Source: an optimization exercise on an open RTL-to-GDS flow (aim: small area and a short achievable clock period). Production flows keep margins and buffers that such runs may drop.
Only simulation tests tie the RTL to the original design; equivalence was not proved.
Power is estimated from default activity; no workload was simulated. The clock port is modelled as an ideal driver; clocking choices that lean on that would not hold on a real chip.

## branch xenon
Design data_mem_lat, start of the top module:
module data_mem_lat
#(
  parameter int DATA_W  = data_mem_pkg::DEF_DATA_W,
  parameter int ADDR_W  = data_mem_pkg::DEF_ADDR_W,
  parameter int DEPTH   = data_mem_pkg::DEF_DEPTH,
  parameter int LATENCY = data_mem_pkg::DEF_LATENCY
) (
  input  logic              clk,
  input  logic              rst,
  input  logic              read,
  input  logic              write,
  input  logic [ADDR_W-1:0] address,
  input  logic [DATA_W-1:0] write_data,
  input  logic              parity_inj,
  output logic [DATA_W-1:0] read_data,
  output logic              busy_wait,
  output logic              err,
  output logic              parity_err
);
Size in the first run: ~2300 flip-flops, about 32 I/O pins.
Settings: LEC_CHECK=0, ABC_AREA=1, CAP_MARGIN=20, CORE_MARGIN=2, CORE_UTILIZATION=65, CTS_CLUSTER_DIAMETER=70, CTS_CLUSTER_SIZE=32, SETUP_SLACK_MARGIN=4.0, SLEW_MARGIN=40; clock period 7.5 ns.
run.sh (not shown) runs the stock make flow with config.mk's settings and CLKGATE_MAP_FILE= SYNTH_SCRIPT=/design/flow/synth_recipe.tcl, a recipe that flattens the netlist after the stock synthesis.
branch xenon completed; timing, DRC and antenna clean
For branch fjord, these inputs were changed with respect to branch xenon:
Settings: CTS_CLUSTER_DIAMETER changed from 70 to 60; ABC_AREA removed (was 1).
[summary]
Having completed the whole flow, branch xenon delivered a layout that passed the timing, DRC and antenna checks. branch fjord: PASS, flow complete, no timing, DRC or antenna violations. Compared with branch xenon, in branch fjord detailed placement HPWL fell 4600 um; area of the core region rose 2.4%; count of clock-buffer cells in the layout rose 23. Max count of distinct cell types in the synthesized netlist across branch xenon and branch fjord: branch fjord. Against branch xenon, branch fjord comes in 200 lower on number of inserted filler cells in the final layout. [compare] base=branch xenon new=branch fjord: standby leakage power grew by 14%; final wirelength shrank by 7000 um; total power draw grew by 9.4%; utilization grew by 2.4 points. branch fjord ended up with a higher time the worst path needs with I/O delays and setup than branch xenon did.

* * *

Setup of run 1:
The RTL this note starts from:
==> flow/design.v <==
package data_mem_pkg;
  localparam int DEF_DATA_W  = 8;
  localparam int DEF_ADDR_W  = 8;
  localparam int DEF_DEPTH   = 256;
  localparam int DEF_LATENCY = 10;
  localparam int LONG_L  = 10;
  localparam int SHORT_L = 8;
  localparam int LONG_R  = 24;
  localparam int SHORT_R = 2;
  localparam int RINGS   = LONG_R + SHORT_R;
endpackage
module data_mem_array #(
  parameter int W  = 9,
  parameter int LL = 10,
  parameter int LR = 24,
  parameter int SL = 8,
  parameter int SR = 2
) (
  input  logic                 clk,
  input  logic                 clr_i,    
  input  logic [LR+SR-1:0]     we_i,     
  input  logic [W-1:0]         wdata_i,
  output logic [(LR+SR)*W-1:0] taps_o    
);
  for (genvar r = 0; r < LR + SR; r++) begin : g_ring
    localparam int L = (r < LR) ? LL : SL;
    logic [L*W-1:0] st_q;
    logic [W-1:0]   ins;
    assign ins = we_i[r] ? wdata_i : (clr_i ? '0 : st_q[L*W-1 -: W]);
    always_ff @(posedge clk) begin
      st_q <= {st_q[(L-1)*W-1:0], ins};
    end
    assign taps_o[r*W +: W] = st_q[L*W-1 -: W];
  end
endmodule
module data_mem_lat
#(
  parameter int DATA_W  = data_mem_pkg::DEF_DATA_W,
  parameter int ADDR_W  = data_mem_pkg::DEF_ADDR_W,
  parameter int DEPTH   = data_mem_pkg::DEF_DEPTH,
  parameter int LATENCY = data_mem_pkg::DEF_LATENCY
) (
  input  logic              clk,
  input  logic              rst,
  input  logic              read,
  input  logic              write,
  input  logic [ADDR_W-1:0] address,
  input  logic [DATA_W-1:0] write_data,
  input  logic              parity_inj,
  output logic [DATA_W-1:0] read_data,
  output logic              busy_wait,
  output logic              err,
  output logic              parity_err
);
  localparam int LL = data_mem_pkg::LONG_L;
  localparam int SL = data_mem_pkg::SHORT_L;
  localparam int LR = data_mem_pkg::LONG_R;
  localparam int SR = data_mem_pkg::SHORT_R;
  localparam int R  = data_mem_pkg::RINGS;
  localparam int W  = DATA_W + 1;
  localparam int CNT_W = $clog2(LATENCY);
  localparam logic [CNT_W-1:0] CNT_LAST = CNT_W'(LATENCY - 1);
  logic             idle_q, busy_q, done_q;
  logic [CNT_W-1:0] cnt_q;
  logic [3:0]       phl_q;      
  logic [2:0]       phs_q;      
  logic             sweep_q;    
  logic             wr_q;
  logic [4:0]       ring_q;     
  logic             short_q;    
  logic [3:0]       tgt_q;      
  logic [DATA_W-1:0] wd_q;      
  logic             inj_q;      
  logic [DATA_W-1:0] rdata_q;
  logic             perr_q;
  logic             err_q;
  logic             hit_q;      
  logic             req_valid, accept, last;
  logic             busy_d;
  logic [3:0]       phl_d;
  logic [2:0]       phs_d;
  logic [4:0]       ring_a;
  logic             short_a;
  logic [3:0]       tgt_a;
  logic             short_d;
  logic [3:0]       tgt_d;
  logic [R-1:0]     rsel, we;
  logic [R*W-1:0]   taps;
  logic [W-1:0]     tap, rword;
  assign req_valid = read ^ write;
  assign accept    = idle_q & req_valid;
  data_mem_busy u_busy (
    .rst    (rst),
    .read   (read),
    .write  (write),
    .idle_i (idle_q),
    .busy_i (busy_q),
    .busy_o (busy_wait)
  );
  assign last = busy_q && (cnt_q == CNT_LAST);
  always_ff @(posedge clk or posedge rst) begin
    if (rst) begin
      idle_q <= 1'b1;
      busy_q <= 1'b0;
      done_q <= 1'b0;
      cnt_q  <= '0;
    end else begin
      if (accept) begin
        idle_q <= 1'b0;
        busy_q <= 1'b1;
      end else if (last) begin
        busy_q <= 1'b0;
        done_q <= 1'b1;
      end else if (done_q) begin
        done_q <= 1'b0;
        idle_q <= 1'b1;
      end
      cnt_q <= busy_q ? cnt_q + 1'b1 : '0;
    end
  end
  assign phl_d = (phl_q == 4'(LL - 1)) ? '0 : phl_q + 1'b1;
  assign phs_d = phs_q + 1'b1;
  always_ff @(posedge clk or posedge rst) begin
    if (rst) begin
      phl_q   <= '0;
      phs_q   <= '0;
      sweep_q <= 1'b1;
    end else begin
      phl_q <= phl_d;
      phs_q <= phs_d;
      if (phl_q == 4'(LL - 1)) sweep_q <= 1'b0;
    end
  end
  always_comb begin
    if (address[7:6] != 2'b11) begin
      ring_a  = address[7:3];
      short_a = 1'b0;
      tgt_a   = 4'(LL - 1) - {1'b0, address[2:0]};
    end else if (address[5:4] != 2'b11) begin
      ring_a  = {address[5:3], address[2:1]};
      short_a = 1'b0;
      tgt_a   = address[0] ? 4'd0 : 4'd1;
    end else begin
      ring_a  = 5'(LR) + {4'd0, address[3]};
      short_a = 1'b1;
      tgt_a   = {1'b0, ~address[2:0]};
    end
  end
  assign busy_d  = accept | (busy_q & ~last);
  assign short_d = idle_q ? short_a : short_q;
  assign tgt_d   = idle_q ? tgt_a : tgt_q;
  always_ff @(posedge clk or posedge rst) begin
    if (rst) hit_q <= 1'b0;
    else     hit_q <= busy_d && (short_d ? ({1'b0, phs_d} == tgt_d) : (phl_d == tgt_d));
  end
  always_ff @(posedge clk) begin
    if (idle_q) begin
      wr_q    <= write;
      ring_q  <= ring_a;
      short_q <= short_a;
      tgt_q   <= tgt_a;
      wd_q    <= write_data;
      inj_q   <= parity_inj;
    end else if (hit_q && !wr_q) begin
      {inj_q, wd_q} <= rword;
    end
  end
  always_comb begin
    for (int r = 0; r < R; r++) rsel[r] = (ring_q == 5'(r));
  end
  assign we = rsel & {R{hit_q & wr_q}};
  data_mem_array #(
    .W  (W),
    .LL (LL),
    .LR (LR),
    .SL (SL),
    .SR (SR)
  ) u_array (
    .clk     (clk),
    .clr_i   (sweep_q),
    .we_i    (we),
    .wdata_i ({inj_q, wd_q}),
    .taps_o  (taps)
  );
  always_comb begin
    tap = '0;
    for (int r = 0; r < R; r++) tap |= taps[r*W +: W] & {W{rsel[r]}};
  end
  assign rword = sweep_q ? '0 : tap;
  always_ff @(posedge clk or posedge rst) begin
    if (rst) begin
      rdata_q <= '0;
      perr_q  <= 1'b0;
      err_q   <= 1'b0;
    end else begin
      if (last && !wr_q) rdata_q <= hit_q ? rword[DATA_W-1:0] : wd_q;
      perr_q <= last && !wr_q && (hit_q ? rword[W-1] : inj_q);
      err_q  <= idle_q && read && write;
    end
  end
  assign read_data  = rdata_q;
  assign err        = err_q;
  assign parity_err = perr_q;
endmodule
module data_mem_busy (
  input  logic rst,
  input  logic read,
  input  logic write,
  input  logic idle_i,
  input  logic busy_i,
  output logic busy_o
);
  assign busy_o = busy_i | (idle_i & ~rst & (read ^ write));
endmodule
clock: 7.5 ns
lec_check: 0
abc_area: 1
cap_margin: 20
core_margin: 2
core_utilization: 65
cts_cluster_diameter: 70
cts_cluster_size: 32
setup_slack_margin: 4.4
slew_margin: 40
standard.sh (not shown) runs the stock make flow with config.mk's settings and CLKGATE_MAP_FILE= SYNTH_SCRIPT=/design/flow/synth_recipe.tcl, a recipe that flattens the netlist after the stock synthesis.
==> flow/flow/run.sh <==
#!/bin/bash
# Layout flow: the standard layout (standard.sh), with these changes:
# - synthesis keeps the small module data_mem_busy (the combinational
#   busy_wait, an input-to-output path) apart until the final flatten, so
#   that ABC maps it by itself rather than merged with the request logic;
# - clock tree synthesis inserts no dummy loads;
# - the port buffers start as the smallest buffer (repair upsizes them).
# Registers, their names and cell types are those of the standard synthesis.
set -euo pipefail
here=$(pwd)
bash standard.sh SYNTH_KEEP_MODULES=data_mem_busy \
  "CTS_ARGS=-sink_clustering_enable -repair_clock_nets -buf_list sky130_fd_sc_hd__clkbuf_8 -sink_clustering_size 20 -sink_clustering_max_diameter 60 -dont_use_dummy_load" \
  "BUFFER_PORTS_ARGS=-buffer_cell sky130_fd_sc_hd__buf_1" \
  finish > "$here/run_standard.log" 2>&1
--- input diff run 1..run 2 ---
# run 1
export LEC_CHECK = 0
export ABC_AREA = 1
export CAP_MARGIN = 20
export CORE_MARGIN = 2
export CORE_UTILIZATION = 65
export CTS_CLUSTER_DIAMETER = 70
export CTS_CLUSTER_SIZE = 32
export SETUP_SLACK_MARGIN = 4.4
export SLEW_MARGIN = 40
create_clock -name core_clock -period 7.5 [get_ports {clk}]
# run 2
export LEC_CHECK = 0
export ABC_AREA = 1
export CAP_MARGIN = 20
export CORE_MARGIN = 2
export CORE_UTILIZATION = 65
export CTS_CLUSTER_DIAMETER = 70
export CTS_CLUSTER_SIZE = 32
export SETUP_SLACK_MARGIN = 4.2
export SLEW_MARGIN = 40
create_clock -name core_clock -period 7.5 [get_ports {clk}]
diff --git a/flow/flow/run.sh b/flow/flow/run.sh
--- a/flow/flow/run.sh
+++ b/flow/flow/run.sh
@@ -12 +12 @@
-  "CTS_ARGS=-sink_clustering_enable -repair_clock_nets -buf_list sky130_fd_sc_hd__clkbuf_8 -sink_clustering_size 20 -sink_clustering_max_diameter 60 -dont_use_dummy_load" \
+  "CTS_ARGS=-sink_clustering_enable -repair_clock_nets -sink_clustering_size 32 -sink_clustering_max_diameter 70 -dont_use_dummy_load" \
--- outcome ---
When run 2 is set beside run 1, its signal arrival time at the worst endpoint turns out to be 0.02 ns larger.
Compared to run 1, run 2 has post-synthesis to final-layout area growth 0.23 points higher.
Looking at met3 routing resource usage after global routing, run 2 sits 0.63 points above run 1.
| maximum fanout along the worst path | higher: run 2 |
Compared to run 1, run 2 has worst IR drop on VDD about 8% higher.
Run 2 ended up with met5 as its topmost layer with routed signal wires; run 1 ended up with met4.
Taking run 1 as the reference point, the pin count of the biggest net entering global routing of run 2 rises by 23%.
The final reports for run 2 and run 1 show final cell count without fillers lower in the former.
Changes in run 3 relative to run 2:
# run 2
export LEC_CHECK = 0
export ABC_AREA = 1
export CAP_MARGIN = 20
export CORE_MARGIN = 2
export CORE_UTILIZATION = 65
export CTS_CLUSTER_DIAMETER = 70
export CTS_CLUSTER_SIZE = 32
export SETUP_SLACK_MARGIN = 4.2
export SLEW_MARGIN = 40
create_clock -name core_clock -period 7.5 [get_ports {clk}]
# run 3
export LEC_CHECK = 0
export ABC_AREA = 1
export CAP_MARGIN = 20
export CORE_MARGIN = 2
export CORE_UTILIZATION = 75
export CTS_CLUSTER_DIAMETER = 70
export CTS_CLUSTER_SIZE = 32
export SETUP_SLACK_MARGIN = 4.4
export SLEW_MARGIN = 40
create_clock -name core_clock -period 7.5 [get_ports {clk}]
### Flow results
Run 2 and run 3 ended up with nearly the same area growth from synthesis to layout.
[run 3] portion of total power attributed to sequential cells fell 0.2 points relative to run 2
Standard cell with the maximum stage delay on the critical path: buf_6 -> run 3, buf_2 -> run 2
On reported leakage power, run 2 and run 3 are neck and neck.
In terms of maximum clock rate, run 3 and run 2 differ only marginally.
Inputs modified between run 3 and run 4:
# run 3
export LEC_CHECK = 0
export ABC_AREA = 1
export CAP_MARGIN = 20
export CORE_MARGIN = 2
export CORE_UTILIZATION = 75
export CTS_CLUSTER_DIAMETER = 70
export CTS_CLUSTER_SIZE = 32
export SETUP_SLACK_MARGIN = 4.4
export SLEW_MARGIN = 40
create_clock -name core_clock -period 7.5 [get_ports {clk}]
# run 4
export LEC_CHECK = 0
export ABC_AREA = 1
export CAP_MARGIN = 20
export CORE_MARGIN = 2
export CORE_UTILIZATION = 65
export CTS_CLUSTER_DIAMETER = 70
export CTS_CLUSTER_SIZE = 32
export SETUP_SLACK_MARGIN = 4.0
export SLEW_MARGIN = 40
create_clock -name core_clock -period 7.5 [get_ports {clk}]
diff --git a/flow/flow/run.sh b/flow/flow/run.sh
--- a/flow/flow/run.sh
+++ b/flow/flow/run.sh
@@ -2 +2 @@
-# Layout flow: the standard layout (standard.sh), with these changes:
+# Layout flow: the standard layout (standard.sh), with two changes:
### Flow results
Compared with run 3, the router placed fewer vias in run 4.
On first-pass GRT wire length, the higher figure sits with run 3, not run 4.
Worst reg-to-reg path cell count (run 4 over run 3): increase, 6
Comparing run 4 and run 3, the lower worst-path maximum fanout was measured on run 3.
Final worst hold slack essentially unchanged between run 4 and run 3.

-- port drivers added, routing unchanged --
Ports are ideal in the flow. The routed layouts listed here were re-timed in OpenROAD. Step 1 sets driving cells, clkbuf_16 on the clock port and buf_2 on the other inputs (assumed; they add their load-dependent delay and slew). Step 2 moves the port delays by t, midway between the first and last clock arrival at a register: inputs arrive t later, outputs are due t later. That takes back most of the time a late clock gives input paths. Three values: no drivers, after step 1, after step 2; two values: the first two.
| run | shift t [ns] | setup slack, ns | hold WS [ns] | worst setup path at the end | worst data-port slew with drivers (ns) |
|---|---|---|---|---|---|
| branch xenon | 0.724 | 3.826 / 3.765 / 3.706 | 0.318 / 0.318 / 0.318 | input to register | 0.06 |
| branch fjord | 0.740 | 3.809 / 3.767 / 3.767 | 0.307 / 0.307 / 0.307 | input to output | 0.05 |
| run 1 | 0.857 | 4.085 / 4.035 / 4.035 | 0.286 / 0.286 / 0.286 | input to output | 0.06 |
| run 2 | 0.713 | 4.063 / 4.031 / 4.031 | 0.282 / 0.282 / 0.282 | input to output | 0.04 |
| run 3 | 0.714 | 4.071 / 4.038 / 4.038 | 0.283 / 0.283 / 0.283 | input to output | 0.05 |
| run 4 | 0.712 | 4.039 / 4.016 / 4.016 | 0.283 / 0.283 / 0.283 | input to output | 0.04 |
After both steps every run listed still meets setup and hold. The setup slack of branch xenon, which loses most, moves by -0.061 ns with the drivers and by -0.120 ns with both steps.
